Context: an optimization exercise on an open-source flow, tuned for small area. The choices shown serve that exercise and are no tape-out recipe. The RTL was checked by simulation tests, not by an equivalence proof against the original design.

==> design/flow/design.v <==
`timescale 1ns/1ps
package ddr_traffic_pkg;
  localparam int BANK_BITS  = 2;
  localparam int ROW_BITS   = 13;
  localparam int COL_BITS   = 9;
  localparam int DATA_BYTES = 16;
  localparam int DATA_BITS  = DATA_BYTES * 8;
  localparam int ADDR_STEP = 4;
  typedef struct packed {
    logic [BANK_BITS-1:0] bank;
    logic [ROW_BITS-1:0]  row;
    logic [COL_BITS-1:0]  col;
  } mem_addr_t;
  typedef logic [DATA_BITS-1:0]  data_word_t;
  typedef logic [DATA_BYTES-1:0] byte_en_t;
  typedef enum logic [1:0] {
    idle,
    seq_addr,
    dm_pin,
    addr_pin
  } test_mode_t;
endpackage
`timescale 1ns/1ps
module ddr_lfsr8 (
  input  logic                      clk,
  input  logic                      reset_n,
  input  logic                      local_wdata_req,
  input  logic                      local_rdata_valid,
  input  logic                      dm_mode,
  input  logic                      reset_data,
  input  logic                      reset_be,
  output ddr_traffic_pkg::byte_en_t be
);
  logic       all_ones;
  logic [3:0] lane;
  logic       be_step;
  assign be_step = dm_mode && ((local_wdata_req && !reset_data) || local_rdata_valid);
  always_ff @(posedge clk or negedge reset_n)
  begin
    if (!reset_n)
      all_ones <= 1'b1;
    else if (reset_be)
      all_ones <= 1'b0;
    else if (!be_step && (!dm_mode || reset_data))
      all_ones <= 1'b1;
  end
  always_ff @(posedge clk)
  begin
    if (reset_be)
      lane <= '0;
    else if (be_step)
      lane <= lane ^ {&lane[2:0], &lane[1:0], lane[0], 1'b1};
  end
  logic [3:0] lo;
  logic [3:0] hi;
  always_comb
  begin
    for (int i = 0; i < 4; i++)
    begin
      lo[i] = (lane[1:0] == 2'(i));
      hi[i] = (lane[3:2] == 2'(i));
    end
    for (int i = 0; i < ddr_traffic_pkg::DATA_BYTES; i++)
      be[i] = all_ones || (lo[i % 4] && hi[i / 4]);
  end
endmodule
`timescale 1ns/1ps
module ddr_test_sequencer (
  input  logic                        clk,
  input  logic                        reset_n,
  input  logic                        local_ready,
  input  logic                        local_wdata_req,
  input  logic                        local_rdata_valid,
  input  logic                        reached_max,
  output logic                        write_req,
  output logic                        read_req,
  output logic                        reset_address,
  output logic                        reset_be,
  output logic                        reset_data,
  output logic                        dgen_load,
  output logic                        first_write,
  output logic                        active,
  output ddr_traffic_pkg::test_mode_t test,
  output logic                        test_complete
);
  typedef enum logic [3:0] {
    s_start      = 4'b0000,   
    s_start_done = 4'b0001,   
    s_select0    = 4'b0010,   
    s_select1    = 4'b0011,   
    s_zero_w1    = 4'b0100,
    s_zero_write = 4'b0101,
    s_write1     = 4'b0110,   
    s_write      = 4'b0111,
    s_zero_drain = 4'b1100,
    s_reload     = 4'b1101,
    s_wdrain1    = 4'b1000,
    s_wdrain     = 4'b1001,
    s_complete   = 4'b1010,
    s_rdrain     = 4'b1011,
    s_read1      = 4'b1110,
    s_read       = 4'b1111
  } seq_state_t;
  seq_state_t state;
  logic [6:0] remaining;
  logic       accept;
  logic       strobe;
  logic       read_phase;
  logic       drained;
  assign write_req     = (state == s_zero_w1) || (state == s_zero_write) ||
                         (state == s_write1) || (state == s_write);
  assign read_req      = (state == s_read1) || (state == s_read);
  assign reset_data    = (state == s_zero_w1) || (state == s_zero_write) ||
                         (state == s_zero_drain) || (state == s_reload);
  assign first_write   = (state == s_zero_w1) || (state == s_write1);
  assign reset_address = (state == s_select1) || (state == s_reload) ||
                         (state == s_wdrain1) || (state == s_complete);
  assign reset_be      = (state == s_reload) || (state == s_read1);
  assign dgen_load     = (state == s_reload) || (state == s_read1) || (state == s_complete);
  assign active        = !((state == s_start) || (state == s_start_done) || (state == s_select0) ||
                           (state == s_select1) || (state == s_complete));
  assign test_complete = (state == s_start_done);
  assign read_phase    = (state == s_read1) || (state == s_read) || (state == s_rdrain);
  assign accept  = (write_req | read_req) & local_ready;
  assign strobe  = read_phase ? local_rdata_valid : local_wdata_req;
  assign drained = (remaining == '0);
  logic       count_up;
  logic       count_step;
  logic [6:0] toggle;
  assign count_up   = accept && !strobe;
  assign count_step = count_up || (!accept && strobe && !drained);
  always_comb
  begin
    toggle[0] = count_step;
    for (int i = 1; i < 7; i++)
      toggle[i] = toggle[i-1] && (remaining[i-1] == count_up);
  end
  always_ff @(posedge clk or negedge reset_n)
  begin
    if (!reset_n)
      remaining <= '0;
    else if ((state == s_select0) || (state == s_select1))
      remaining <= '0;
    else
      remaining <= remaining ^ toggle;
  end
  always_ff @(posedge clk or negedge reset_n)
  begin
    if (!reset_n)
    begin
      state <= s_start;
      test  <= ddr_traffic_pkg::seq_addr;
    end
    else
    begin
      case (state)
        s_start, s_start_done:
          state <= s_select0;
        s_select0:
        begin
          test  <= ddr_traffic_pkg::seq_addr;
          state <= s_write1;
        end
        s_select1:
        begin
          if (test == ddr_traffic_pkg::seq_addr)
          begin
            test  <= ddr_traffic_pkg::dm_pin;
            state <= s_zero_w1;
          end
          else
          begin
            test  <= ddr_traffic_pkg::addr_pin;
            state <= s_write1;
          end
        end
        s_zero_w1:
          state <= s_zero_write;
        s_zero_write:
          if (accept && reached_max)
            state <= s_zero_drain;
        s_zero_drain:
          if (drained)
            state <= s_reload;
        s_reload:
          state <= s_write;
        s_write1:
          state <= s_write;
        s_write:
          if (accept && reached_max)
            state <= s_wdrain1;
        s_wdrain1, s_wdrain:
          state <= drained ? s_read1 : s_wdrain;
        s_read1:
          state <= s_read;
        s_read:
          if (accept && reached_max)
            state <= s_rdrain;
        s_rdrain:
          if (drained)
            state <= (test == ddr_traffic_pkg::addr_pin) ? s_complete : s_select1;
        s_complete:
          state <= s_start_done;
        default:
          state <= s_start;
      endcase
    end
  end
endmodule
`timescale 1ns/1ps
module ddr_addr_gen #(
  parameter int MAX_ROW  = 3,
  parameter int MAX_COL  = 16,
  parameter int MAX_BANK = 3
) (
  input  logic                        clk,
  input  logic                        reset_n,
  input  logic                        local_ready,
  input  logic                        write_req,
  input  logic                        read_req,
  input  logic                        active,
  input  logic                        reset_address,
  input  ddr_traffic_pkg::test_mode_t test,
  output ddr_traffic_pkg::mem_addr_t  addr,
  output logic                        reached_max
);
  logic [1:0] bank;
  logic [4:0] pos;       
  logic [4:0] step;      
  logic       walk;
  logic       advance;
  logic [12:0] walk_row;
  logic [6:0]  walk_col;
  assign walk    = test[1];    
  assign advance = local_ready && (write_req || read_req) && active;
  assign step    = {pos[2:0], bank};
  assign reached_max = walk ? (step >= 5'd27) : (pos[4:2] == 3'b111) && (bank == 2'd3);
  always_comb
  begin
    for (int i = 0; i < 13; i++)
      walk_row[i] = (step == 5'(i + 1)) || ((step >= 5'd14) && (step != 5'(i + 14)));
    for (int m = 0; m < 7; m++)
      walk_col[m] = (step == 5'(m + 1)) || ((m + 8 <= 13) && (step == 5'(m + 8))) ||
                    ((step >= 5'd14) && (step != 5'(m + 14)) && !((m + 21 <= 26) && (step == 5'(m + 21))));
  end
  assign addr.bank = bank;
  assign addr.row  = walk ? walk_row : {11'd0, pos[4:3]};
  assign addr.col  = walk ? {walk_col, 2'b00} : {4'd0, pos[2:0], 2'b00};
  always_ff @(posedge clk or negedge reset_n)
  begin
    if (!reset_n)
    begin
      bank <= '0;
      pos  <= '0;
    end
    else if (reset_address)
    begin
      bank <= '0;
      pos  <= '0;
    end
    else if (advance)
    begin
      if (walk)
        {pos[2:0], bank} <= step ^ {&step[3:0], &step[2:0], &step[1:0], step[0], 1'b1};
      else if (pos[2] == 1'b1)
      begin
        pos[2:0] <= '0;
        pos[4:3] <= pos[4:3] ^ {pos[3], 1'b1};
        if (pos[4:3] == 2'd3)
          bank <= bank ^ {bank[0], 1'b1};
      end
      else
        pos[2:0] <= pos[2:0] ^ {&pos[1:0], pos[0], 1'b1};
    end
  end
endmodule
`timescale 1ns/1ps
module ddr_data_gen (
  input  logic                        clk,
  input  logic                        reset_n,
  input  logic                        local_wdata_req,
  input  logic                        local_rdata_valid,
  input  logic                        reset_data,
  input  logic                        dgen_load,
  input  logic                        first_write,
  output ddr_traffic_pkg::data_word_t wdata,
  output ddr_traffic_pkg::data_word_t expected
);
  logic [7:0] s;
  logic [7:0] ldata;
  logic       feedback;
  assign feedback = s[7] ^ s[5] ^ s[4] ^ s[3];
  always_ff @(posedge clk or negedge reset_n)
  begin
    if (!reset_n)
      s <= 8'd1;
    else if (dgen_load)
      s <= ldata;
    else if (!reset_data && (local_wdata_req || local_rdata_valid))
      s <= {s[6:0], feedback};
  end
  always_ff @(posedge clk)
  begin
    if (first_write)
      ldata <= s;
  end
  logic x0;
  logic x1;
  logic x2;
  logic x3;
  logic x4;
  logic x5;
  logic x6;
  logic x7;
  logic x8;
  logic x9;
  logic x10;
  logic x11;
  logic x12;
  logic x13;
  logic x14;
  logic x15;
  logic x16;
  logic x17;
  logic x18;
  logic x19;
  logic x20;
  logic x21;
  logic x22;
  logic x23;
  logic x24;
  logic x25;
  logic x26;
  logic x27;
  logic x28;
  logic x29;
  logic x30;
  logic x31;
  logic x32;
  logic x33;
  logic x34;
  logic x35;
  logic x36;
  logic x37;
  logic x38;
  logic x39;
  logic x40;
  logic x41;
  logic x42;
  logic x43;
  logic x44;
  logic x45;
  logic x46;
  logic x47;
  logic x48;
  logic x49;
  logic x50;
  logic x51;
  logic x52;
  logic x53;
  logic x54;
  logic x55;
  logic x56;
  logic x57;
  logic x58;
  logic x59;
  logic x60;
  logic x61;
  logic x62;
  logic x63;
  logic x64;
  logic x65;
  logic x66;
  logic x67;
  logic x68;
  logic x69;
  logic x70;
  logic x71;
  logic x72;
  logic x73;
  logic x74;
  logic x75;
  logic x76;
  logic x77;
  logic x78;
  logic x79;
  logic x80;
  logic x81;
  logic x82;
  logic x83;
  logic x84;
  logic x85;
  logic x86;
  logic x87;
  logic x88;
  logic x89;
  logic x90;
  logic x91;
  logic x92;
  logic x93;
  logic x94;
  logic x95;
  logic x96;
  logic x97;
  logic x98;
  logic x99;
  logic x100;
  logic x101;
  logic x102;
  logic x103;
  logic x104;
  logic x105;
  logic x106;
  logic x107;
  logic x108;
  logic x109;
  logic x110;
  logic x111;
  logic x112;
  logic x113;
  assign x0 = s[0] ^ s[2];
  assign x1 = s[1] ^ x0;
  assign x2 = s[1] ^ s[3];
  assign x3 = x0 ^ s[3];
  assign x4 = s[2] ^ x2;
  assign x5 = x0 ^ x2;
  assign x6 = s[2] ^ s[4];
  assign x7 = x1 ^ x6;
  assign x8 = s[0] ^ x6;
  assign x9 = s[1] ^ x8;
  assign x10 = x3 ^ x6;
  assign x11 = x2 ^ s[4];
  assign x12 = s[0] ^ x11;
  assign x13 = s[3] ^ x6;
  assign x14 = x2 ^ x6;
  assign x15 = s[0] ^ x14;
  assign x16 = x0 ^ s[5];
  assign x17 = s[3] ^ s[5];
  assign x18 = x4 ^ x17;
  assign x19 = x0 ^ x18;
  assign x20 = s[1] ^ x17;
  assign x21 = x0 ^ x17;
  assign x22 = s[2] ^ x20;
  assign x23 = x6 ^ s[5];
  assign x24 = s[1] ^ x23;
  assign x25 = x11 ^ x21;
  assign x26 = s[4] ^ x17;
  assign x27 = x5 ^ x23;
  assign x28 = x6 ^ x17;
  assign x29 = s[0] ^ x28;
  assign x30 = s[1] ^ x28;
  assign x31 = x1 ^ x26;
  assign x32 = s[0] ^ s[6];
  assign x33 = s[1] ^ x32;
  assign x34 = x0 ^ x33;
  assign x35 = x2 ^ s[6];
  assign x36 = x2 ^ x32;
  assign x37 = x1 ^ x36;
  assign x38 = s[4] ^ x33;
  assign x39 = x6 ^ s[6];
  assign x40 = x6 ^ x33;
  assign x41 = x3 ^ x39;
  assign x42 = s[4] ^ x35;
  assign x43 = s[3] ^ x39;
  assign x44 = x13 ^ x32;
  assign x45 = x6 ^ x36;
  assign x46 = x17 ^ s[6];
  assign x47 = s[5] ^ x36;
  assign x48 = s[2] ^ x46;
  assign x49 = x16 ^ x36;
  assign x50 = x1 ^ x46;
  assign x51 = x12 ^ x47;
  assign x52 = x16 ^ x39;
  assign x53 = x23 ^ x32;
  assign x54 = x14 ^ x46;
  assign x55 = s[4] ^ x46;
  assign x56 = s[1] ^ x55;
  assign x57 = x26 ^ x33;
  assign x58 = x20 ^ x39;
  assign x59 = x23 ^ x36;
  assign x60 = s[1] ^ s[7];
  assign x61 = x0 ^ s[7];
  assign x62 = s[2] ^ x60;
  assign x63 = x0 ^ x60;
  assign x64 = x2 ^ x62;
  assign x65 = s[3] ^ x61;
  assign x66 = x6 ^ x63;
  assign x67 = x6 ^ s[7];
  assign x68 = x6 ^ x60;
  assign x69 = s[0] ^ x68;
  assign x70 = x4 ^ x68;
  assign x71 = x3 ^ x67;
  assign x72 = x11 ^ x63;
  assign x73 = s[5] ^ x61;
  assign x74 = s[5] ^ x62;
  assign x75 = s[5] ^ x63;
  assign x76 = x4 ^ x75;
  assign x77 = x17 ^ x62;
  assign x78 = x16 ^ x67;
  assign x79 = x23 ^ x62;
  assign x80 = x16 ^ x68;
  assign x81 = s[5] ^ x67;
  assign x82 = s[0] ^ x81;
  assign x83 = s[2] ^ x80;
  assign x84 = x26 ^ s[7];
  assign x85 = x26 ^ x60;
  assign x86 = x21 ^ x68;
  assign x87 = x17 ^ x68;
  assign x88 = x26 ^ x63;
  assign x89 = x32 ^ s[7];
  assign x90 = s[2] ^ x89;
  assign x91 = s[3] ^ x89;
  assign x92 = x2 ^ x89;
  assign x93 = x35 ^ x63;
  assign x94 = x8 ^ x90;
  assign x95 = s[6] ^ x68;
  assign x96 = s[6] ^ x70;
  assign x97 = x35 ^ x68;
  assign x98 = x13 ^ x89;
  assign x99 = x35 ^ x67;
  assign x100 = x16 ^ x90;
  assign x101 = s[5] ^ x89;
  assign x102 = x23 ^ x95;
  assign x103 = s[1] ^ x101;
  assign x104 = s[6] ^ x75;
  assign x105 = x46 ^ x60;
  assign x106 = x20 ^ x89;
  assign x107 = x21 ^ x89;
  assign x108 = s[4] ^ x101;
  assign x109 = s[6] ^ x81;
  assign x110 = s[5] ^ x95;
  assign x111 = s[4] ^ x106;
  assign x112 = x46 ^ x67;
  assign x113 = x46 ^ x68;
  assign expected[7:0] = {s[7], s[6], s[5], s[4], s[3], s[2], s[1], s[0]};
  assign expected[15:8] = {x94, x46, x23, x11, x3, x87, x45, x69};
  assign expected[23:16] = {x17, x6, x2, x0, x85, x44, x68, x36};
  assign expected[31:24] = {x55, x28, x14, x5, x88, x104, x92, x98};
  assign expected[39:32] = {x39, x20, x8, x79, x41, x67, x35, x16};
  assign expected[47:40] = {x64, x34, x19, x76, x107, x54, x27, x73};
  assign expected[55:48] = {x112, x58, x31, x75, x106, x93, x99, x50};
  assign expected[63:56] = {s[1], s[0], x84, x43, x22, x9, x80, x101};
  assign expected[71:64] = {x105, x53, x60, x32, x70, x37, x18, x7};
  assign expected[79:72] = {x85, x44, x68, x36, x72, x110, x57, x61};
  assign expected[87:80] = {x62, x33, x71, x109, x56, x29, x74, x38};
  assign expected[95:88] = {x95, x47, x65, x113, x59, x63, x111, x90};
  assign expected[103:96] = {x30, x15, x83, x103, x91, x97, x49, x25};
  assign expected[111:104] = {x78, x100, x51, x26, x13, x4, x1, x86};
  assign expected[119:112] = {x89, x96, x48, x24, x12, x82, x102, x52};
  assign expected[127:120] = {x10, x81, x42, x21, x77, x40, x66, x108};
  assign wdata = reset_data ? '0 : expected;
endmodule
`timescale 1ns/1ps
module ddr_read_checker (
  input  logic                        clk,
  input  logic                        reset_n,
  input  logic                        local_rdata_valid,
  input  ddr_traffic_pkg::data_word_t local_rdata,
  input  ddr_traffic_pkg::data_word_t expected,
  input  ddr_traffic_pkg::byte_en_t   be,
  output ddr_traffic_pkg::byte_en_t   pnf_per_byte,
  output logic                        pnf_persist
);
  ddr_traffic_pkg::byte_en_t compare;
  ddr_traffic_pkg::byte_en_t compare_reg;
  ddr_traffic_pkg::byte_en_t compare_valid;
  logic     last_rdata_valid;
  logic     rdata_seen;
  logic     rdata_seen_d1;
  logic     rdata_seen_d2;
  logic     persist_pre;
  logic     persist_hold;
  always_comb
  begin
    for (int lane = 0; lane < ddr_traffic_pkg::DATA_BYTES; lane++)
      compare[lane] = be[lane] ? (expected[8*lane +: 8] == local_rdata[8*lane +: 8]) :
                                 (local_rdata[8*lane +: 8] == 8'd0);
  end
  assign persist_hold = rdata_seen_d2 ? persist_pre : 1'b1;
  always_ff @(posedge clk)
    compare_reg <= compare;
  always_ff @(posedge clk or negedge reset_n)
  begin
    if (!reset_n)
    begin
      compare_valid    <= '1;
      pnf_per_byte     <= '1;
      last_rdata_valid <= 1'b0;
      rdata_seen       <= 1'b0;
      rdata_seen_d1    <= 1'b0;
      rdata_seen_d2    <= 1'b0;
      persist_pre      <= 1'b0;
      pnf_persist      <= 1'b0;
    end
    else
    begin
      last_rdata_valid <= local_rdata_valid;
      if (local_rdata_valid)
        rdata_seen <= 1'b1;
      rdata_seen_d1 <= rdata_seen;
      rdata_seen_d2 <= rdata_seen_d1;
      if (last_rdata_valid)
        compare_valid <= compare_reg;
      persist_pre  <= (&compare_valid) && rdata_seen_d1 && persist_hold;
      pnf_per_byte <= compare_valid;
      pnf_persist  <= persist_pre;
    end
  end
endmodule
`timescale 1ns/1ps
module ddr_traffic_driver #(
  parameter int MAX_ROW  = 3,
  parameter int MAX_COL  = 16,
  parameter int MAX_BANK = 3
) (
  input  logic                        clk,
  input  logic                        reset_n,
  input  logic                        local_ready,
  input  logic                        local_wdata_req,
  input  logic                        local_rdata_valid,
  input  ddr_traffic_pkg::data_word_t local_rdata,
  output ddr_traffic_pkg::mem_addr_t  local_addr,
  output logic                        local_write_req,
  output logic                        local_read_req,
  output ddr_traffic_pkg::data_word_t local_wdata,
  output ddr_traffic_pkg::byte_en_t   local_be,
  output ddr_traffic_pkg::byte_en_t   pnf_per_byte,
  output logic                        pnf_persist,
  output logic                        test_complete,
  output logic [7:0]                  test_status
);
  logic                        reached_max;
  logic                        reset_address;
  logic                        reset_be;
  logic                        reset_data;
  logic                        dgen_load;
  logic                        first_write;
  logic                        active;
  ddr_traffic_pkg::test_mode_t test;
  logic                        dm_mode;
  ddr_traffic_pkg::data_word_t expected;
  assign dm_mode     = active && (test == ddr_traffic_pkg::dm_pin);
  assign test_status = {test_complete, 3'b000, active && (test == ddr_traffic_pkg::addr_pin),
                        dm_mode, 1'b0, active && (test == ddr_traffic_pkg::seq_addr)};
  ddr_test_sequencer u_sequencer (
    .clk               (clk),
    .reset_n           (reset_n),
    .local_ready       (local_ready),
    .local_wdata_req   (local_wdata_req),
    .local_rdata_valid (local_rdata_valid),
    .reached_max       (reached_max),
    .write_req         (local_write_req),
    .read_req          (local_read_req),
    .reset_address     (reset_address),
    .reset_be          (reset_be),
    .reset_data        (reset_data),
    .dgen_load         (dgen_load),
    .first_write       (first_write),
    .active            (active),
    .test              (test),
    .test_complete     (test_complete)
  );
  ddr_addr_gen #(
    .MAX_ROW  (MAX_ROW),
    .MAX_COL  (MAX_COL),
    .MAX_BANK (MAX_BANK)
  ) u_addr_gen (
    .clk           (clk),
    .reset_n       (reset_n),
    .local_ready   (local_ready),
    .write_req     (local_write_req),
    .read_req      (local_read_req),
    .active        (active),
    .reset_address (reset_address),
    .test          (test),
    .addr          (local_addr),
    .reached_max   (reached_max)
  );
  ddr_data_gen u_data_gen (
    .clk               (clk),
    .reset_n           (reset_n),
    .local_wdata_req   (local_wdata_req),
    .local_rdata_valid (local_rdata_valid),
    .reset_data        (reset_data),
    .dgen_load         (dgen_load),
    .first_write       (first_write),
    .wdata             (local_wdata),
    .expected          (expected)
  );
  ddr_lfsr8 u_be_gen (
    .clk               (clk),
    .reset_n           (reset_n),
    .local_wdata_req   (local_wdata_req),
    .local_rdata_valid (local_rdata_valid),
    .dm_mode           (dm_mode),
    .reset_data        (reset_data),
    .reset_be          (reset_be),
    .be                (local_be)
  );
  ddr_read_checker u_read_checker (
    .clk               (clk),
    .reset_n           (reset_n),
    .local_rdata_valid (local_rdata_valid),
    .local_rdata       (local_rdata),
    .expected          (expected),
    .be                (local_be),
    .pnf_per_byte      (pnf_per_byte),
    .pnf_persist       (pnf_persist)
  );
endmodule
==> design/flow/flow/run.sh <==
#!/bin/bash
# The standard layout with two changes: synthesis maps the logic with an area-oriented ABC
# script (flow/abc_map.script), and the port buffers use the smallest buffer.
set -euo pipefail
export MY_ABC_SCRIPT="$PWD/flow/abc_map.script"
export BUFFER_PORTS_ARGS="-buffer_cell sky130_fd_sc_hd__buf_1"
bash standard.sh "SYNTH_SCRIPT=$PWD/flow/synth.tcl" finish > standard.log 2>&1
==> design/flow/flow/abc_map.script <==
strash
dch -f
amap
topo
dnsize -c
==> design/flow/flow/synth.tcl <==
# The standard flow's synthesis script (synth_recipe.tcl), with an area-oriented ABC script for the
# technology mapping of the logic between the registers
proc synth {args} { yosys synth -nofsm -noshare {*}$args }
proc abc {args} {
  set i [lsearch -exact $args -script]
  if {$i >= 0} { set args [lreplace $args $i [expr {$i + 1}] -script $::env(MY_ABC_SCRIPT)] }
  yosys abc {*}$args
}
source $::env(SCRIPTS_DIR)/synth.tcl
# left out here: clear keep_hierarchy, flatten, clean up, hide names made inside functions, write 1_2_yosys.v
==> design/flow/standard.sh <==
#!/bin/bash
# synth_recipe.tcl (not shown) runs the flow's synth.tcl, then flattens the netlist and writes it again
# the make line also repeats each setting of config.mk as NAME=value (left out here)
make -C /OpenROAD-flow-scripts/flow DESIGN_CONFIG=/design/flow/config.mk WORK_HOME=/design/flow/orfs CLKGATE_MAP_FILE= SYNTH_SCRIPT=/design/flow/synth_recipe.tcl "${@:-finish}"
==> design/flow/config.mk <==
export PLATFORM = sky130hd
export DESIGN_NAME = ddr_traffic_driver
export DESIGN_NICKNAME = ddr_traffic_driver
export VERILOG_FILES = /design/flow/design.v
export SDC_FILE = /design/flow/constraint.sdc
export NUM_CORES = 4
export LEC_CHECK = 0
export ABC_AREA = 1
export CAP_MARGIN = 20
export CORE_MARGIN = 2
export CORE_UTILIZATION = 55
export CTS_BUF_LIST = sky130_fd_sc_hd__clkbuf_8 sky130_fd_sc_hd__clkbuf_4
export SETUP_SLACK_MARGIN = 0.2
export SLEW_MARGIN = 20
==> design/flow/constraint.sdc <==
create_clock -name core_clock -period 5.0 [get_ports {clk}]
set_input_delay 1.0000 -clock core_clock [delete_from_list [all_inputs] [get_ports {clk}]]
set_output_delay 1.0000 -clock core_clock [all_outputs]
set_load 0.01 [all_outputs]
==> results of run 1 <==
final timing paths:
kind / from / endpoint / slack [ns] / depth (start not counted)
max: u_data_gen.s[1] / local_wdata[91] / 0.23 / 14
min: u_read_checker.compare_valid[0] / u_read_checker.pnf_per_byte[0] / 0.38 / 0
max reg2reg: u_data_gen.s[2] / u_read_checker.compare_reg[14] / 0.94 / 14
min reg2reg: u_read_checker.compare_valid[0] / u_read_checker.pnf_per_byte[0] / 0.38 / 0
max in group asynchronous: reset_n / u_data_gen.s[2] / 3.61 / 2
min in group asynchronous: reset_n / u_sequencer.state[3] / 0.80 / 2
per-layer routing:
metal | part of all wire, % | track usage [%] | up-vias
li1 | - | - | 4706
met1 | 38 | 58.3 | 4710
met2 | 44 | 66.1 | 795
met3 | 12 | 9.40 | 159
met4 | 5.9 | 21.9 | 0
met5 | 0 | 0 | -
area by class of cell:
type                            instances  area, µm²
Sequential cell                        95       2360
Clock buffer                           10        138
Tap cell                              176        220
Timing Repair Buffer                  365       1530
Fill cell                            1193       3850
Clock inverter                          6       58.8
Inverter                              146        552
Antenna cell                            2       5.00
Multi-Input combinational cell        804       4580
cell usage in the layout (no fill, tap or decap), drive strengths merged, types with 15 or more instances in the layout:
| cell type | count |
|---|---|
| nor2 | 227 |
| a211oi | 21 |
| buf | 364 |
| dfstp | 35 |
| nor3 | 15 |
| nand2 | 58 |
| o22ai | 149 |
| dfxtp | 20 |
| a21oi | 48 |
| o22a | 18 |
| dfrtp | 32 |
| nand4 | 16 |
| clkinv | 144 |
| or4 | 17 |
| ha | 15 |
| o21ai | 66 |
what timing repair did:
item	4_1_cts	5_1_grt
setup buffers	0	0
pin swaps	0	0
gates resized for setup	3	7
setup endpoints to repair	2	20
kinds of logic after synthesis:
logic type,count (synthesis)
AO/OA/AOI/OAI,398
AND/OR/NAND/NOR,385
buffers and inverters,161
flip-flops,95
adder cells (fa/ha/maj),15
other,1
per-stage QoR:
step	hold WS, ns	util (%)	instances	setup WS, ns
finish	0.377	71.1	1604	0.227
global route	0.383	71.0	1602	0.0909
CTS	0.380	70.8	1602	0.292
detailed placement	0.360	69.2	1586	0.318
global placement	0.360	69.2	1586	0.613
floorplan	0.347	-	1060	0.275
worst register-to-register path, delay by kind of cell (launching register included):
kind	cells	cell delay (ns)
buffers and inverters	5	0.99
and+or+nand+nor	1	0.15
DFF	1	0.49
AOI/OAI and AO/OA	8	2.30
==> summary.md, run 1 <==
| Metric | Value |
|---|---|
| Tmin final | `4.77 ns` |
| Biggest area consumer among synthesized cells | `o22ai_1` |
| Root Driver | `clkbuf_8` |
| Drt wl/cell | `20.4 µm` |
| Die Y | `121 µm` |
| Clock Skews | `between 0.015 and 0.02 ns` |
| Unrepaired setup endpoints after global routing | `true` |
| Vias in the first global route | `8991` |
| Largest family of logic cells by synthesized area | `compound AO/OA/AOI/OAI gates` |
| Critical path required time | `4.00 ns` |
| DRC Markers | `0` |
| P&R area growth vs syn | `25.8%` |
| Share of the synthesized area in the top cell type | `12.4%` |
| Layout cells sized above 1 | `7.64%` |
| Initial DRC count | `around 1400` |
| Worst-path fanout max | `8` |
| Class of the worst hold path | `reg -> reg` |
| Flops & latches, synth | `95` |
| Post-synthesis xor/xnor area fraction | `0%` |
| Final period util | `95.5%` |
| IO Pins | `329` |
| Seq/Total Area, Yosys | `31.4%` |
| Fin area | `0.00945 mm²` |
| Clock Pin Slew Worst Setup and Hold Paths | `0.11 ns` |
| DRT Pass-1 Iters | `6` |
| Asr flop ratio synth | `70.5%` |
| Worst Max-Slew Pin Slew | `about 0.9 ns` |
| Worst Path Arrival | `3.77 ns` |
| Delay-heaviest family, CP | `buffers and inverters` |
| Multiplexer share of the synthesized area | `0%` |
| Critical path class | `reg -> out` |
| Area contributors post-synth | `o22ai_1, dfstp_2, nor2_1` |
| Initial antenna violation count | `2` |
| Post-Synth Adder-Cell Area | `2.50%` |
| Mapped cell area | `approximately 0.0075 mm²` |
| Die Area | `0.0146 mm²` |
| EDFF count, synth | `8` |
| Post-synth top cells | `nor2_1, o22ai_1, clkinv_1` |
| CTS tree | `built` |
| CP endpoint kind | `primary output` |
| Vias | `10370` |
| CTS Sinks | `95` |
| Horiz. Die Dim | `around 120 µm` |
| Routed Antenna Nets | `0` |
| Compound-Gate Fraction of Synth Area | `34.6%` |
| Worst stage delay on the critical path | `0.39 ns` |
| Top FF cell, synth | `dfstp_2` |
| Max Cap Viol | `0` |
| Headroom to the max-slew limit | `38.8%` |
| Fmax achieved | `210 MHz` |
| Row count | `42` |
| Clk buf depth | `2` |
| Avg Vias per Cell | `roughly 6.5` |
| Port bufs | `322` |
| Cells after synthesis | `roughly 1100` |
| Largest net degree at the start of global routing | `80` |
| RD Place Congestion | `roughly 1.1` |
| Global-route wire length before repair | `49100 µm` |
| CP Cell Sequence | `clkinv_1 -> o22ai_1 -> clkinv_1 -> o22ai_1 -> buf_4 -> clkinv_1 -> o22ai_1 -> buf_4 -> clkinv_1 -> o22ai_1 -> clkinv_1 -> o22ai_1 -> nor2_1 -> buf_1` |
| Nets | `1569` |
| Core ar. | `approximately 0.013 mm²` |
| Cts bufs inserted | `9` |
| Max stage delay cell, worst path | `dfrtp_1` |
| Yosys warns | `5` |
| Worst setup SP type | `flip-flop` |
| Clock latency at the later pin of the worst-skew pair | `0.40 ns` |
| Total grt overflow | `0` |
| Max-slew violations | `0` |
| Syn_area_per_cell | `7.12 µm²` |
| GRT Total Usage | `43.5%` |
| Synth unique cells | `45` |
| Setup TNS after final layout | `0 ns` |
| Dpl cell area | `a little over 0.009 mm²` |
| Status | `timing/DRC/antenna clean` |
| # hold bufs at CTS | `0` |
| Simple-gate share of the synthesized area | `~23%` |
| Initial core utilization | `56.5%` |
| Final Hold Viols | `0` |
| WP buf/inv | `8` |
| H-tree depth | `3` |
| Drt total wl | `about 33000 µm` |
| DPL Wire Length | `around 26000 µm` |
| # setup viols final | `0` |
| Count leader, synth | `nor2_1` |
==> inputs of run 2 (changes only) <==
==> design/flow/flow/abc_map.script (replaced) <==
strash
&get -n
&dch -f
&nf -R 1000
&put
topo
--- a/design/flow/config.mk
+++ b/design/flow/config.mk
@@ -11,4 +11,3 @@
 export CORE_UTILIZATION = 55
 export CTS_BUF_LIST = sky130_fd_sc_hd__clkbuf_8 sky130_fd_sc_hd__clkbuf_4
-export SETUP_SLACK_MARGIN = 0.2
 export SLEW_MARGIN = 20
==> run 2 against run 1 <==
  * Still clean
  * Clock skew shrank 0.0039 ns
  * Core utilization shrank 1.5 points
  * Count of clock-buffer cells in the layout is the same
  * Synthesized cell count down 13%
  * Sequential cell count stayed put
  * Wire length shrank 12%
  * Cell count down 10%
  * Area after synthesis grew 0.60%
  * Design area down 1.7%
  * Sequential share of layout area grew 0.42 points
  * Non-clock buffer count shrank 20
  * Critical path type unchanged
  * Largest cell class unchanged
  * Highest routed layer unchanged
==> summary.md, run 2 <==
| Metric | Value |
|---|---|
| CTS tree | `built` |
| Worst Max-Slew Pin Slew | `1.16 ns (+0.256 ns)` |
| Worst setup SP type | `flip-flop` |
| Flops & latches, synth | `95 (unchanged)` |
| CTS-repair resized insts | `0 (-3)` |
| # diodes | `0 (-2)` |
| CTS Sinks | `95 (unchanged)` |
| Unrepaired setup endpoints after global routing | `false` |
| Asr flop ratio synth | `70.5% (unchanged)` |
| Seq/Total Area, Yosys | `31.2% (-0.19 points)` |
| Vias in the first global route | `7785 (-13%)` |
| Final setup margin | `0.392 ns (+0.165 ns)` |
| Drt total wl | `28800 µm (-12%)` |
| Routed Antenna Nets | `0 (unchanged)` |
| RD Place Congestion | `1.07 (-0.42%)` |
| Port bufs | `322 (unchanged)` |
| Critical path required time | `4.00 ns (about the same)` |
| Pre-CTS setup slack | `0.959 ns (+0.641 ns)` |
| Status | `timing/DRC/antenna clean` |
| Yosys warns | `5 (unchanged)` |
| Initial antenna violation count | `0 (-2)` |
| Setup TNS after final layout | `0 ns (unchanged)` |
| RR Startpoint | `u_data_gen.s[2]` |
| Hold depth | `0 (unchanged)` |
| Cts bufs inserted | `9 (unchanged)` |
| P&R area growth vs syn | `22.9%` |
| DRC Markers | `0 (unchanged)` |
| Synth unique cells | `50 (+11%)` |
| Worst Path Arrival | `3.61 ns (-0.16 ns)` |
| Layout cells sized above 1 | `6.17% (-1.5 points)` |
| Clock latency at the later pin of the worst-skew pair | `0.36 ns (-0.04 ns)` |
| Die Y | `121 µm (+0.29%)` |
| DPL Wire Length | `22900 µm (-11%)` |
| Drt wl/cell | `20.0 µm (-2.0%)` |
| Count leader, synth | `nor2_1` |
| Critical path class | `reg -> out` |
| Commonest non-fill, non-tap cell in the layout | `buf_1` |
| Clock Skews | `0.0113 ns (-0.00392 ns)` |
| Syn_area_per_cell | `8.28 µm² (+16%)` |
| Hold_sp | `u_read_checker.compare_valid[3]` |
| Worst stage delay on the critical path | `0.82 ns (+0.43 ns)` |
| DRT Pass-1 Iters | `5 (-1)` |
| Setup Buffers After CTS | `0 (unchanged)` |
| EDFF count, synth | `8 (unchanged)` |
| Row count | `42 (unchanged)` |
| Biggest area consumer among synthesized cells | `dfstp_2` |
| Final Hold Viols | `0 (unchanged)` |
| Max stage delay cell, worst path | `xnor2_1` |
| Worst-path fanout max | `12 (+4)` |
| Nets | `1407 (-10%)` |
| # hold bufs at CTS | `0 (unchanged)` |
| CP endpoint kind | `primary output` |
| Horiz. Die Dim | `121 µm (+0.29%)` |
| IO Pins | `329 (unchanged)` |
| # setup viols final | `0 (unchanged)` |
| Post-synth top cells | `nor2_1, xnor2_1, xor2_1` |
| Max-slew violations | `0 (unchanged)` |
| Clk buf depth | `2 (unchanged)` |
| Headroom to the max-slew limit | `22.1% (-17 points)` |
| Fmax achieved | `217 MHz (+3.6%)` |
| Final period util | `92.2% (-3.3 points)` |
| Die Area | `0.0147 mm² (+0.58%)` |
| Top FF cell, synth | `dfstp_2` |
| Core ar. | `0.0133 mm² (+0.39%)` |
| Critical path's most frequent cell | `xnor2_1` |
| Global-route wire length before repair | `42400 µm (-14%)` |
| Clock Pin Slew Worst Setup and Hold Paths | `0.10 ns (about the same)` |
| Initial DRC count | `1056 (-26%)` |
| CP Cell Sequence | `xor2_2 -> buf_4 -> xnor2_1 -> xnor2_1 -> xnor2_1 -> nor2_1 -> buf_1` |
| Vias | `8587 (-17%)` |
| Tmin final | `4.61 ns (-0.165 ns)` |
| Initial core utilization | `56.6% (+0.12 points)` |
| Area contributors post-synth | `dfstp_2, xnor2_1, dfrtp_1` |
| Root Driver | `clkbuf_8` |
| Share of the synthesized area in the top cell type | `12.2% (-0.24 points)` |
| Total grt overflow | `0 (unchanged)` |
| H-tree depth | `3 (unchanged)` |
| Cells on worst reg2reg path | `9 (-5)` |
| Max Cap Viol | `0 (unchanged)` |
| Leading cell types in the layout, fill and taps excluded | `buf_1, nor2_1, xnor2_1` |
| Avg Vias per Cell | `5.96 (-7.8%)` |
| Mapped cell area | `0.00756 mm² (+0.60%)` |
| GRT Total Usage | `37.6% (-5.9 points)` |
| Class of the worst hold path | `reg -> reg` |
| Critical path origin | `u_data_gen.s[2]` |
| Cells after synthesis | `913 (-13%)` |
| Largest net degree at the start of global routing | `44 (-45%)` |
## run 2: changes by cell type after synthesis, sizes merged, moves of 26 or more
cell,previous run,this run
clkinv,146,33
nor2,227,159
o21ai,66,32
xnor2,0,105
xor2,0,82
o22ai,149,14
nor4,14,40
nand3,10,37
## run 2: cells by family (layout without fill, tap and decap cells)
family | Yosys count | in the layout | share of synthesized area (%)
AND/OR/NAND/NOR | 361 | 361 | 22.7
XOR/XNOR | 187 | 187 | 21.7
AO/OA/AOI/OAI | 186 | 186 | 15.8
flip-flops | 95 | 95 | 31.2
buffers and inverters | 48 | 394 | 3.13
multiplexers | 20 | 20 | 2.91
adder cells (fa/ha/maj) | 15 | 15 | 2.48
other | 1 | 6 | 0.0496
## run 2: path summary, 6_finish.rpt
path / endpoint / slack, ns
setup / recovery: local_wdata[84] / 0.39
hold reg to reg: u_read_checker.pnf_per_byte[3] / 0.37
max in group asynchronous: u_read_checker.pnf_per_byte[13] / 3.41
hold / removal: u_read_checker.pnf_per_byte[3] / 0.37
min in group asynchronous: u_sequencer.remaining[1] / 0.64
setup reg to reg: u_read_checker.compare_reg[10] / 1.38
## run 2: area by class of cell
cell class	instances	area [µm²]
Fill cell	1204	4060
Tap cell	176	220
Clock buffer	10	131
Inverter	33	124
Multi-Input combinational cell	775	5000
Sequential cell	95	2360
Timing Repair Buffer	345	1380
Clock inverter	6	67.6
## run 2: per-layer routing
layer	up-vias	global-route usage [%]	part of all wire, %	wire length [µm]
met5	-	0	0	0
met4	0	12.3	2.4	703
met3	57	6.25	9.4	2700
met2	538	61.1	47	13600
met1	4051	51.1	41	11700
li1	3941	-	-	-
## run 2: critical path: cells and delay by family, from the launching register on
kind / cells / cell delay, ns
xor+xnor: 4 / 1.98
flops: 1 / 0.75
buf+inv: 2 / 0.41
simple gates: 1 / 0.08
## run 2: metrics by stage
| step | area (µm²) | hold slack, ns | instances | utilization (%) |
|---|---|---|---|---|
| 2_1_floorplan | 7580 | 0.347 | 918 | - |
| 3_3_place_gp | 9090 | 0.361 | 1424 | 68.1 |
| 3_5_place_dp | 9090 | 0.365 | 1424 | 68.1 |
| 4_1_cts | 9290 | 0.367 | 1440 | 69.6 |
| 5_1_grt | 9290 | 0.373 | 1440 | 69.6 |
| 6_report | 9290 | 0.369 | 1440 | 69.6 |
==> inputs of run 3 (changes only) <==
==> design/flow/flow/run.sh (replaced) <==
#!/bin/bash
# The standard layout with three changes: synthesis maps the logic with an area-oriented ABC
# script (flow/abc_map.script) and without Yosys's half/full adder extraction, and the port
# buffers use the smallest buffer.
set -euo pipefail
export MY_ABC_SCRIPT="$PWD/flow/abc_map.script"
export BUFFER_PORTS_ARGS="-buffer_cell sky130_fd_sc_hd__buf_1"
bash standard.sh "SYNTH_SCRIPT=$PWD/flow/synth.tcl" "ADDER_MAP_FILE=" finish > standard.log 2>&1
==> run 3 against run 2 <==
  * Largest cell class unchanged
  * Design area decreased by 0.66%
  * Critical path type unchanged
  * Synthesized cell count decreased by 0.11%
  * Critical endpoint is now local_wdata[26]
  * Still clean on timing, DRC and antenna
  * Register-to-register slack about the same
  * Core utilization increased by 0.37 points
  * Critical path depth decreased by 1
  * Wire length decreased by 4.2%
==> summary.md, run 3 <==
| Metric | Value |
|---|---|
| Status | `timing/DRC/antenna clean` |
| Worst-path fanout max | `12 (unchanged)` |
| Nets | `1391 (-1.1%)` |
| Final Hold Viols | `0 (unchanged)` |
| Delay-heaviest family, CP | `XOR/XNOR gates` |
| Critical path's most frequent cell | `xnor2_1` |
| Critical path required time | `4.00 ns (about the same)` |
| Worst Hold Endpoint | `u_read_checker.pnf_per_byte[9]` |
| # hold bufs at CTS | `0 (unchanged)` |
| Port bufs | `322 (unchanged)` |
| Hold depth | `0 (unchanged)` |
| Routed Antenna Nets | `0 (unchanged)` |
| CP Cell Sequence | `xor2_2 -> xnor2_1 -> xnor2_1 -> xor2_1 -> nor2_1 -> buf_1` |
| Global-route wire length before repair | `41500 µm (-2.2%)` |
| DPL Wire Length | `21700 µm (-5.1%)` |
| GRT Total Usage | `36.9% (-0.70 points)` |
| Vias | `8582 (-0.058%)` |
| Die Y | `120 µm (-0.87%)` |
| Pre-CTS setup slack | `0.832 ns (-0.127 ns)` |
| Root Driver | `clkbuf_8` |
| Mapped cell area | `0.00742 mm² (-1.8%)` |
| Clock Skews | `0.0106 ns (-0.000613 ns)` |
| Leading cell types in the layout, fill and taps excluded | `buf_1, nor2_1, xor2_1` |
| Cells after synthesis | `912 (-0.11%)` |
| # diodes | `0 (unchanged)` |
| CTS Sinks | `95 (unchanged)` |
| CTS tree | `built` |
| Flops & latches, synth | `95 (unchanged)` |
| Core ar. | `0.0132 mm² (-1.2%)` |
| R2r setup slk | `1.37 ns (about the same)` |
| Post-synth top cells | `nor2_1, xor2_1, xnor2_1` |
| Share of the synthesized area in the top cell type | `12.4% (+0.22 points)` |
| Hold_sp | `u_read_checker.compare_valid[9]` |
| Avg Vias per Cell | `5.96 (about the same)` |
| Cts bufs inserted | `9 (unchanged)` |
| Vias in the first global route | `7477 (-4.0%)` |
| Final period util | `87.1% (-5.1 points)` |
| Max stage delay cell, worst path | `dfrtp_1` |
| Layout cells sized above 1 | `6.25% (+0.084 points)` |
| Area contributors post-synth | `dfstp_2, xor2_1, xnor2_1` |
| Top FF cell, synth | `dfstp_2` |
| Final setup margin | `0.646 ns (+0.254 ns)` |
| Synth unique cells | `50 (unchanged)` |
| Drt wl/cell | `19.1 µm (-4.2%)` |
| Worst Max-Slew Pin Slew | `1.11 ns (-0.0497 ns)` |
| Headroom to the max-slew limit | `25.4% (+3.3 points)` |
| Syn_area_per_cell | `8.14 µm² (-1.7%)` |
| Setup Buffers After CTS | `0 (unchanged)` |
| Drt total wl | `27600 µm (-4.2%)` |
| Horiz. Die Dim | `120 µm (-0.87%)` |
| IO Pins | `329 (unchanged)` |
| Reg-to-reg endpoint | `u_read_checker.compare_reg[12]` |
| RD Place Congestion | `0.988 (-7.8%)` |
| Count leader, synth | `nor2_1` |
| EDFF count, synth | `8 (unchanged)` |
| Register area | `0.00236 mm² (unchanged)` |
| WP buf/inv | `1 (-1)` |
| Die Area | `0.0144 mm² (-1.7%)` |
| Max Cap Viol | `0 (unchanged)` |
| RR Startpoint | `u_data_gen.s[2]` |
| Class of the worst hold path | `reg -> reg` |
| Initial antenna violation count | `1 (+1)` |
| Fillers | `1195 (-0.75%)` |
| Setup TNS after final layout | `0 ns (unchanged)` |
| Biggest area consumer among synthesized cells | `dfstp_2` |
| Yosys warns | `5 (unchanged)` |
| CTS-repair resized insts | `0 (unchanged)` |
| Row count | `42 (unchanged)` |
| Seq/Total Area, Yosys | `31.8% (+0.57 points)` |
| H-tree depth | `3 (unchanged)` |
| Worst stage delay on the critical path | `0.82 ns (about the same)` |
| Asr flop ratio synth | `70.5% (unchanged)` |
| Commonest non-fill, non-tap cell in the layout | `buf_1` |
| Hold WS | `0.378 ns (+0.00877 ns)` |
| Unrepaired setup endpoints after global routing | `false` |
| Worst setup SP type | `flip-flop` |
| Largest net degree at the start of global routing | `100 (+130%)` |
| Fmax achieved | `230 MHz (+5.8%)` |
| Clk buf depth | `2 (unchanged)` |
| Max-slew violations | `0 (unchanged)` |
| Tmin final | `4.35 ns (-0.254 ns)` |
| P&R area growth vs syn | `24.3%` |
| DRC Markers | `0 (unchanged)` |
| Initial DRC count | `1179 (+12%)` |
| Clock latency at the later pin of the worst-skew pair | `0.37 ns (about the same)` |
| # setup viols final | `0 (unchanged)` |
| CP endpoint kind | `primary output` |
| Total grt overflow | `0 (unchanged)` |
| Critical path class | `reg -> out` |
| Area of the multi-input gates | `0.00492 mm² (-1.6%)` |
| DRT Pass-1 Iters | `6 (+1)` |
| Clock Pin Slew Worst Setup and Hold Paths | `0.09 ns (about the same)` |
| Initial core utilization | `56.3% (-0.35 points)` |
| Cells on worst reg2reg path | `8 (-1)` |
| Worst Path Arrival | `3.35 ns (-0.26 ns)` |
## run 3: cell types whose count changed in the layout (fill, tap and decap cells not counted), moves of 6 or more
cell      previous run  this run
nor2_1             159       176
o21ai_0             32        49
a21oi_1             60        45
ha_1                15         0
xor2_1              81        95
xnor2_1            104        91
clkinv_1            33        23
nor3_1               6        15
nand2b_1             3         9
nand3_1             37        31
## run 3: kinds of logic (layout without fill, tap and decap cells)
family | Yosys count | in the layout | share of synthesized area, %
AOI/OAI and AO/OA | 184 | 184 | 16.0
DFF | 95 | 95 | 31.8
buffers and inverters | 38 | 384 | 2.68
other | 1 | 6 | 0.0505
and+or+nand+nor | 388 | 388 | 24.6
muxes | 17 | 17 | 2.56
xor gates and xnor gates | 189 | 189 | 22.3
## run 3: worst reg2reg max path, cell delays in order, from the launching register on
cell and delay, ns:
dfrtp_1 0.82, xnor2_4 0.38, xnor2_1 0.88, xor2_1 0.34
a21oi_1 0.24, o221ai_1 0.12, a221oi_1 0.25, nand3_1 0.12
o21ai_0 0.36
## run 3: per-stage QoR
stage,instances,util (%),cell area [µm²]
2_1_floorplan,917,-,7440
3_3_place_gp,1423,67.9,8960
3_5_place_dp,1423,67.9,8960
4_1_cts,1439,69.7,9200
5_1_grt,1439,69.9,9230
6_report,1439,69.9,9230
## run 3: final cells by class
class / instances / area share [%]
multi-input cells: 784 / 53.3
flip-flops and latches: 95 / 25.6
repair buffers: 345 / 15.1
well taps: 176 / 2.39
clock buffers: 9 / 1.34
clock inverters: 7 / 1.27
inverters: 23 / 0.936
## run 3: per-layer routing
layer | global-route usage (%) | routed length [µm] | up-vias
met4 | 12.6 | 820 | 2
met3 | 5.23 | 2480 | 65
li1 | - | - | 3942
met1 | 53.1 | 11600 | 4012
met5 | 0 | 13 | -
met2 | 57.0 | 12700 | 561
## run 3: worst max-delay path by stage
stage               slack (ns)                 start               end  depth (start not counted)
finish                    0.65       u_data_gen.s[2]   local_wdata[26]                          6
detailed placement        0.83       u_data_gen.s[0]   local_wdata[26]                          6
CTS                       0.42       u_data_gen.s[0]   local_wdata[26]                          6
floorplan                 0.42  u_sequencer.state[2]   local_wdata[76]                          3
global placement          1.02       u_data_gen.s[2]  local_wdata[118]                          7
global route              0.47       u_data_gen.s[2]   local_wdata[26]                          6
==> inputs of run 4 (changes only) <==
==> design/flow/flow/abc_map.script (replaced) <==
strash
&get -n
&dch -f
&nf -R 1000
&put
strash
dch -f
amap
==> run 4 against run 3 <==
  * Worst setup slack got worse by 0.45 ns
  * Critical endpoint is now local_wdata[73]
  * Wire length rose by 15%
  * Critical path depth grew 6
  * Count of clock-buffer cells in the layout rose by 1
  * Global-route usage is 6.0 points higher
  * First-iteration DRC count increased by 35%
  * Maximum frequency is 9.3% lower
==> summary.md, run 4 <==
| Metric | Value |
|---|---|
| Final Util | `71.3% (+1.3 points)` |
| Worst Path Arrival | `3.80 ns (+0.45 ns)` |
| RD Place Congestion | `1.06 (+7.7%)` |
| Worst-path fanout max | `12 (unchanged)` |
| Fmax achieved | `208 MHz (-9.3%)` |
| Horiz. Die Dim | `119 µm (-1.3%)` |
| Nets | `1505 (+8.2%)` |
| Drt wl/cell | `20.5 µm (+7.0%)` |
| Tmin final | `4.80 ns (+0.448 ns)` |
| Critical path class | `reg -> out` |
| Worst Max-Slew Pin Slew | `0.922 ns (-0.193 ns)` |
| P&R area growth vs syn | `25.6%` |
| Drt total wl | `31700 µm (+15%)` |
| Clock Pin Slew Worst Setup and Hold Paths | `0.11 ns (+0.02 ns)` |
| Area contributors post-synth | `dfstp_2, nor2_1, o22ai_1` |
| Cells on worst reg2reg path | `13 (+5)` |
| Register area | `0.00236 mm² (about the same)` |
| CTS tree | `built` |
| R2r setup slk | `0.67 ns (-0.70 ns)` |
| Worst Hold Endpoint | `u_read_checker.pnf_per_byte[8]` |
| Total grt overflow | `0 (unchanged)` |
| Hold depth | `0 (unchanged)` |
| Leading cell types in the layout, fill and taps excluded | `buf_1, nor2_1, o22ai_1` |
| DPL Wire Length | `24900 µm (+15%)` |
| Share of the synthesized area in the top cell type | `12.7% (+0.35 points)` |
| Clk buf depth | `2 (unchanged)` |
| Largest net degree at the start of global routing | `60 (-40%)` |
| # diodes | `0 (unchanged)` |
| Die Y | `119 µm (-1.3%)` |
| Seq/Total Area, Yosys | `32.7% (+0.89 points)` |
| Setup TNS after final layout | `0 ns (unchanged)` |
| Final period util | `96.0% (+9.0 points)` |
| RR Startpoint | `u_data_gen.s[2]` |
| Initial core utilization | `56.7% (+0.48 points)` |
| Avg Vias per Cell | `6.57 (+10%)` |
| Asr flop ratio synth | `70.5% (unchanged)` |
| Root Driver | `clkbuf_8` |
| Vias | `10180 (+19%)` |
| Mapped cell area | `0.00722 mm² (-2.7%)` |
| Cells after synthesis | `1012 (+11%)` |
| Initial DRC count | `1587 (+35%)` |
| CP endpoint kind | `primary output` |
| Area of the multi-input gates | `0.00434 mm² (-12%)` |
| Synth unique cells | `44 (-12%)` |
| Core ar. | `0.0127 mm² (-3.5%)` |
| Initial antenna violation count | `0 (-1)` |
| Critical path required time | `4.00 ns (about the same)` |
| Die Area | `0.0141 mm² (-2.6%)` |
| Hold_sp | `u_read_checker.compare_valid[8]` |
| Max-slew violations | `0 (unchanged)` |
| # hold bufs at CTS | `0 (unchanged)` |
| Flops & latches, synth | `95 (unchanged)` |
| Port bufs | `322 (unchanged)` |
| Clock Skews | `0.0210 ns (+0.0104 ns)` |
| Fillers | `1128 (-5.6%)` |
| Status | `timing/DRC/antenna clean` |
| Final Hold Viols | `0 (unchanged)` |
| Unrepaired setup endpoints after global routing | `false` |
| Post-synth top cells | `nor2_1, o22ai_1, clkinv_1` |
| Biggest area consumer among synthesized cells | `dfstp_2` |
| Routed Antenna Nets | `0 (unchanged)` |
| H-tree depth | `3 (unchanged)` |
| DRC Markers | `0 (unchanged)` |
| CTS Sinks | `95 (unchanged)` |
| Layout cells sized above 1 | `6.97% (+0.72 points)` |
| DRT Pass-1 Iters | `8 (+2)` |
| Commonest non-fill, non-tap cell in the layout | `buf_1` |
| GRT Total Usage | `42.9% (+6.0 points)` |
| IO Pins | `329 (unchanged)` |
| Worst setup SP type | `flip-flop` |
| Max Cap Viol | `0 (unchanged)` |
| Yosys warns | `5 (unchanged)` |
| EDFF count, synth | `8 (unchanged)` |
| Cts bufs inserted | `9 (unchanged)` |
| # setup viols final | `0 (unchanged)` |
| Class of the worst hold path | `reg -> reg` |
| Clock latency at the later pin of the worst-skew pair | `0.39 ns (+0.02 ns)` |
| Vias in the first global route | `8734 (+17%)` |
| Syn_area_per_cell | `7.13 µm² (-12%)` |
| Row count | `41 (-2.4%)` |
| Count leader, synth | `nor2_1` |
| Headroom to the max-slew limit | `38.3% (+13 points)` |
| Top FF cell, synth | `dfstp_2` |
| Global-route wire length before repair | `47800 µm (+15%)` |
| Reg-to-reg endpoint | `u_read_checker.compare_reg[14]` |
run 4: cell types whose count changed after synthesis, moves of 23 or more:
cell and delta:
xor2_1 -94, o22ai_1 +122, clkinv_1 +98, xnor2_1 -93, nor4_1 -23, nor2_1 +59
run 4: critical path: stages, from the launching register on:
cell	delay [ns]
dfstp_2	0.54
clkinv_1	0.07
buf_4	0.20
o22ai_1	0.12
buf_4	0.17
clkinv_1	0.21
o22ai_1	0.46
clkinv_1	0.29
o22ai_1	0.40
clkinv_1	0.22
o22ai_1	0.50
nor2_1	0.10
buf_1	0.15
run 4: per-stage QoR:
stage / instance area (µm²) / hold WS [ns] / setup WS [ns] / cells
after CTS: 9060 / 0.362 / 0.104 / 1549
after detailed placement: 8850 / 0.365 / 0.385 / 1533
final: 9070 / 0.359 / 0.198 / 1549
after global placement: 8850 / 0.365 / 0.553 / 1533
after global routing: 9070 / 0.375 / 0.00370 / 1549
after floorplan: 7250 / 0.347 / 0.113 / 1017
run 4: layout make-up:
class                   count  area share [%]
flip-flops and latches     95            26.0
well taps                 172            2.37
clock inverters             6           0.841
repair buffers            359            16.4
clock buffers              10            1.45
inverters                 121            5.01
multi-input cells         786            47.9
run 4: routing by layer:
metal	global-route usage [%]	part of all wire, %
met1	56.2	37
met2	67.7	45
met3	9.36	13
met4	19.6	5.3
met5	0	0
run 4: how the worst max path moves through the flow:
stage / startpoint / endpoint / slack (ns) / cells after the start
global route: u_data_gen.s[2] / local_wdata[44] / 0.004 / 13
floorplan: u_data_gen.s[2] / local_wdata[118] / 0.11 / 11
detailed placement: u_data_gen.s[2] / local_wdata[44] / 0.39 / 13
finish: u_data_gen.s[0] / local_wdata[73] / 0.20 / 12
global placement: u_data_gen.s[2] / local_wdata[44] / 0.55 / 13
CTS: u_data_gen.s[2] / local_wdata[44] / 0.10 / 13
run 4: cell families after synthesis:
kind of cell,share of synthesized area (%)
other cells,0.0519
flops,32.7
buf+inv,7.85
xor+xnor,0.243
compound gates,35.0
simple gates,24.1
run 4: what timing repair did:
action                                  in CTS  in global routing
buffers inserted                             0                  0
endpoints found under the setup margin       1                  3
gates resized for setup                      1                  3
==> inputs of run 5 (changes only) <==
==> design/flow/flow/run.sh (replaced) <==
#!/bin/bash
# The standard layout with these changes: synthesis maps the logic with an area-oriented ABC
# script (flow/abc_map.script) and without Yosys's half/full adder extraction, the port
# buffers use the smallest buffer, and clock tree synthesis adds no dummy loads.
set -euo pipefail
export MY_ABC_SCRIPT="$PWD/flow/abc_map.script"
export BUFFER_PORTS_ARGS="-buffer_cell sky130_fd_sc_hd__buf_1"
export CTS_ARGS="-sink_clustering_enable -repair_clock_nets -buf_list {sky130_fd_sc_hd__clkbuf_8 sky130_fd_sc_hd__clkbuf_4} -dont_use_dummy_load"
bash standard.sh "SYNTH_SCRIPT=$PWD/flow/synth.tcl" "ADDER_MAP_FILE=" finish > standard.log 2>&1
==> design/flow/flow/abc_map.script (replaced) <==
strash
&get -n
&dch -f
&nf -R 1000
&put
topo
==> run 5 against run 4 <==
  * Still clean on timing, DRC and antenna
  * Worst setup slack improved by 0.47 ns
  * Via count fell by 16%
==> summary.md, run 5 <==
| Metric | Value |
|---|---|
| Tmin final | `4.33 ns (-0.473 ns)` |
| CP Cell Sequence | `xor2_2 -> xnor2_1 -> xnor2_1 -> xor2_1 -> nor2_1 -> buf_1` |
| Avg Vias per Cell | `6.00 (-8.8%)` |
| # diodes | `0 (unchanged)` |
| Max Cap Viol | `0 (unchanged)` |
| P&R area growth vs syn | `22.7%` |
| Critical path's most frequent cell | `xnor2_1` |
| Setup TNS after final layout | `0 ns (unchanged)` |
| Worst stage delay on the critical path | `0.81 ns (+0.27 ns)` |
| Worst setup SP type | `flip-flop` |
| Reg-to-reg endpoint | `u_read_checker.compare_reg[12]` |
| R2r setup slk | `1.37 ns (+0.70 ns)` |
| Clock latency at the later pin of the worst-skew pair | `0.37 ns (-0.02 ns)` |
| Worst-path fanout max | `12 (unchanged)` |
| Drt wl/cell | `19.2 µm (-6.2%)` |
| Port bufs | `322 (unchanged)` |
| Max-slew violations | `0 (unchanged)` |
| Fmax achieved | `231 MHz (+11%)` |
| Row count | `42 (+2.4%)` |
| Pre-CTS setup slack | `0.832 ns (+0.447 ns)` |
| Cells on worst reg2reg path | `8 (-5)` |
| Largest net degree at the start of global routing | `100 (+67%)` |
| Count leader, synth | `nor2_1` |
| Hold_sp | `u_read_checker.compare_valid[6]` |
| Cts bufs inserted | `9 (unchanged)` |
| GRT Total Usage | `36.9% (-6.0 points)` |
| DRT Pass-1 Iters | `5 (-3)` |
| CTS Sinks | `95 (unchanged)` |
| Vias | `8587 (-16%)` |
| Final setup margin | `0.671 ns (+0.473 ns)` |
| Biggest area consumer among synthesized cells | `dfstp_2` |
| Status | `timing/DRC/antenna clean` |
| Setup Buffers After CTS | `0 (unchanged)` |
| Die Area | `0.0144 mm² (+2.7%)` |
| CP endpoint kind | `primary output` |
| Class of the worst hold path | `reg -> reg` |
| Leading cell types in the layout, fill and taps excluded | `buf_1, nor2_1, xor2_1` |
| Layout cells sized above 1 | `5.73% (-1.2 points)` |
| Max stage delay cell, worst path | `dfrtp_1` |
| # setup viols final | `0 (unchanged)` |
| Synth unique cells | `50 (+14%)` |
| Initial core utilization | `56.3% (-0.48 points)` |
| Worst Max-Slew Pin Slew | `1.08 ns (+0.158 ns)` |
| Mapped cell area | `0.00742 mm² (+2.8%)` |
| Flops & latches, synth | `95 (unchanged)` |
| Syn_area_per_cell | `8.14 µm² (+14%)` |
| Commonest non-fill, non-tap cell in the layout | `buf_1` |
| Drt total wl | `27500 µm (-13%)` |
| DPL Wire Length | `21700 µm (-13%)` |
| Delay-heaviest family, CP | `XOR/XNOR gates` |
| Top FF cell, synth | `dfstp_2` |
| Cells after synthesis | `912 (-9.9%)` |
| Post-synth top cells | `nor2_1, xor2_1, xnor2_1` |
| Initial antenna violation count | `0 (unchanged)` |
| Routed Antenna Nets | `0 (unchanged)` |
| Hold depth | `0 (unchanged)` |
| # hold bufs at CTS | `0 (unchanged)` |
| Asr flop ratio synth | `70.5% (unchanged)` |
| Core ar. | `0.0132 mm² (+3.7%)` |
| Nets | `1391 (-7.6%)` |
| Final Hold Viols | `0 (unchanged)` |
| Area contributors post-synth | `dfstp_2, xor2_1, xnor2_1` |
| Critical path required time | `4.00 ns (about the same)` |
| IO Pins | `329 (unchanged)` |
| Unrepaired setup endpoints after global routing | `false` |
| Global-route wire length before repair | `41400 µm (-13%)` |
| Vias in the first global route | `7465 (-15%)` |
| RD Place Congestion | `0.988 (-7.2%)` |
| Worst Hold Endpoint | `u_read_checker.pnf_per_byte[6]` |
| Root Driver | `clkbuf_8` |
| Die Y | `120 µm (+1.3%)` |
| RR Startpoint | `u_data_gen.s[2]` |
| Clock Pin Slew Worst Setup and Hold Paths | `0.10 ns (about the same)` |
| Horiz. Die Dim | `120 µm (+1.3%)` |
| Yosys warns | `5 (unchanged)` |
| Final period util | `86.6% (-9.5 points)` |
| Share of the synthesized area in the top cell type | `12.4% (-0.35 points)` |
| Worst Path Arrival | `3.33 ns (-0.47 ns)` |
| Total grt overflow | `0 (unchanged)` |
| WP buf/inv | `1 (-6)` |
| DRC Markers | `0 (unchanged)` |
| Critical path class | `reg -> out` |
| H-tree depth | `3 (unchanged)` |
| Seq/Total Area, Yosys | `31.8% (-0.89 points)` |
| Final Util | `69.1% (-2.2 points)` |
| Clock Skews | `0.0213 ns (+0.000275 ns)` |
| EDFF count, synth | `8 (unchanged)` |
| Headroom to the max-slew limit | `27.7% (-11 points)` |
| CTS-repair resized insts | `0 (-1)` |
| Clk buf depth | `2 (unchanged)` |
| Fillers | `1215 (+7.7%)` |
| Hold WS | `0.358 ns (-0.00114 ns)` |
| CTS tree | `built` |
| Initial DRC count | `1180 (-26%)` |
-- run 5: changes by cell type in the layout (fill, tap and decap cells not counted), sizes merged, moves of 13 or more --
cell    before  now
xnor2        0   93
o21ai       63   49
o22ai      134   12
buf        358  345
a211oi      20    6
xor2         2   96
nor2b       11   30
mux2         0   16
nor4        20   43
clkinv     121   23
nand3       14   31
o22a        17    1
nor2       235  176
-- run 5: area by class of cell --
class | count | area, µm² | share of cell area, %
clock buffer | 9 | 124 | 1.36
inverter | 23 | 86.3 | 0.948
multi-input combinational | 784 | 4920 | 54.0
sequential | 95 | 2360 | 25.9
tap | 176 | 220 | 2.42
timing repair buffer | 345 | 1400 | 15.3
-- run 5: logic make-up after synthesis --
kind of cell	Yosys count	synth area share [%]
simple gates	388	24.6
xor+xnor	189	22.3
compound gates	184	16.0
flops	95	31.8
buf+inv	38	2.68
mux	17	2.56
other cells	1	0.0505
-- run 5: how the worst max path moves through the flow --
stage	startpoint	to	cells past startpoint
4_1_cts	u_data_gen.s[0]	local_wdata[26]	6
2_1_floorplan	u_sequencer.state[2]	local_wdata[76]	3
3_5_place_dp	u_data_gen.s[0]	local_wdata[26]	6
5_1_grt	u_data_gen.s[2]	local_wdata[26]	6
3_3_place_gp	u_data_gen.s[2]	local_wdata[118]	7
6_report	u_data_gen.s[2]	local_wdata[26]	6
-- run 5: layer usage --
layer | global-route usage [%] | vias to the layer above | wire, µm | share of wire, %
met4 | 12.4 | 0 | 850 | 3.1
met1 | 53.4 | 4046 | 11600 | 42
met5 | 0 | - | 0 | 0
met3 | 5.32 | 58 | 2540 | 9.2
met2 | 56.6 | 553 | 12500 | 46
li1 | - | 3930 | - | -
-- run 5: through the flow --
stage          instances  instance area [µm²]
6_report            1432                 9110
5_1_grt             1432                 9110
4_1_cts             1432                 9080
3_5_place_dp        1423                 8960
3_3_place_gp        1423                 8960
2_1_floorplan        917                 7440

-- static timing again, ports no longer ideal --
In the flow no input, the clock included, has a driving cell. The finished layouts below were timed again as built, in two steps.
Step 1: set_driving_cell puts a clkbuf_16 on clk and a buf_2 on each other input, an assumption about the parent block.
Step 2 times the ports against the registers' clock, not the clock port: input delays grow and output delays shrink by t, the midpoint of the rising clock arrivals with the driver on.
Three values: no drivers, after step 1, after step 2; two values: the first two.
run | t, ns | setup WS [ns] | worst setup path at the end | cell pins on the clock port's net
run 1 | 0.430 | 0.227 / 0.185 / 0.615 | register to output | 1
run 2 | 0.393 | 0.392 / 0.357 / 0.750 | register to output | 1
run 3 | 0.399 | 0.646 / 0.608 / 1.007 | register to output | 1
run 4 | 0.415 | 0.198 / 0.160 / 0.575 | register to output | 1
run 5 | 0.392 | 0.671 / 0.634 / 1.026 | register to output | 1
After both steps setup and hold are still met in every run listed.
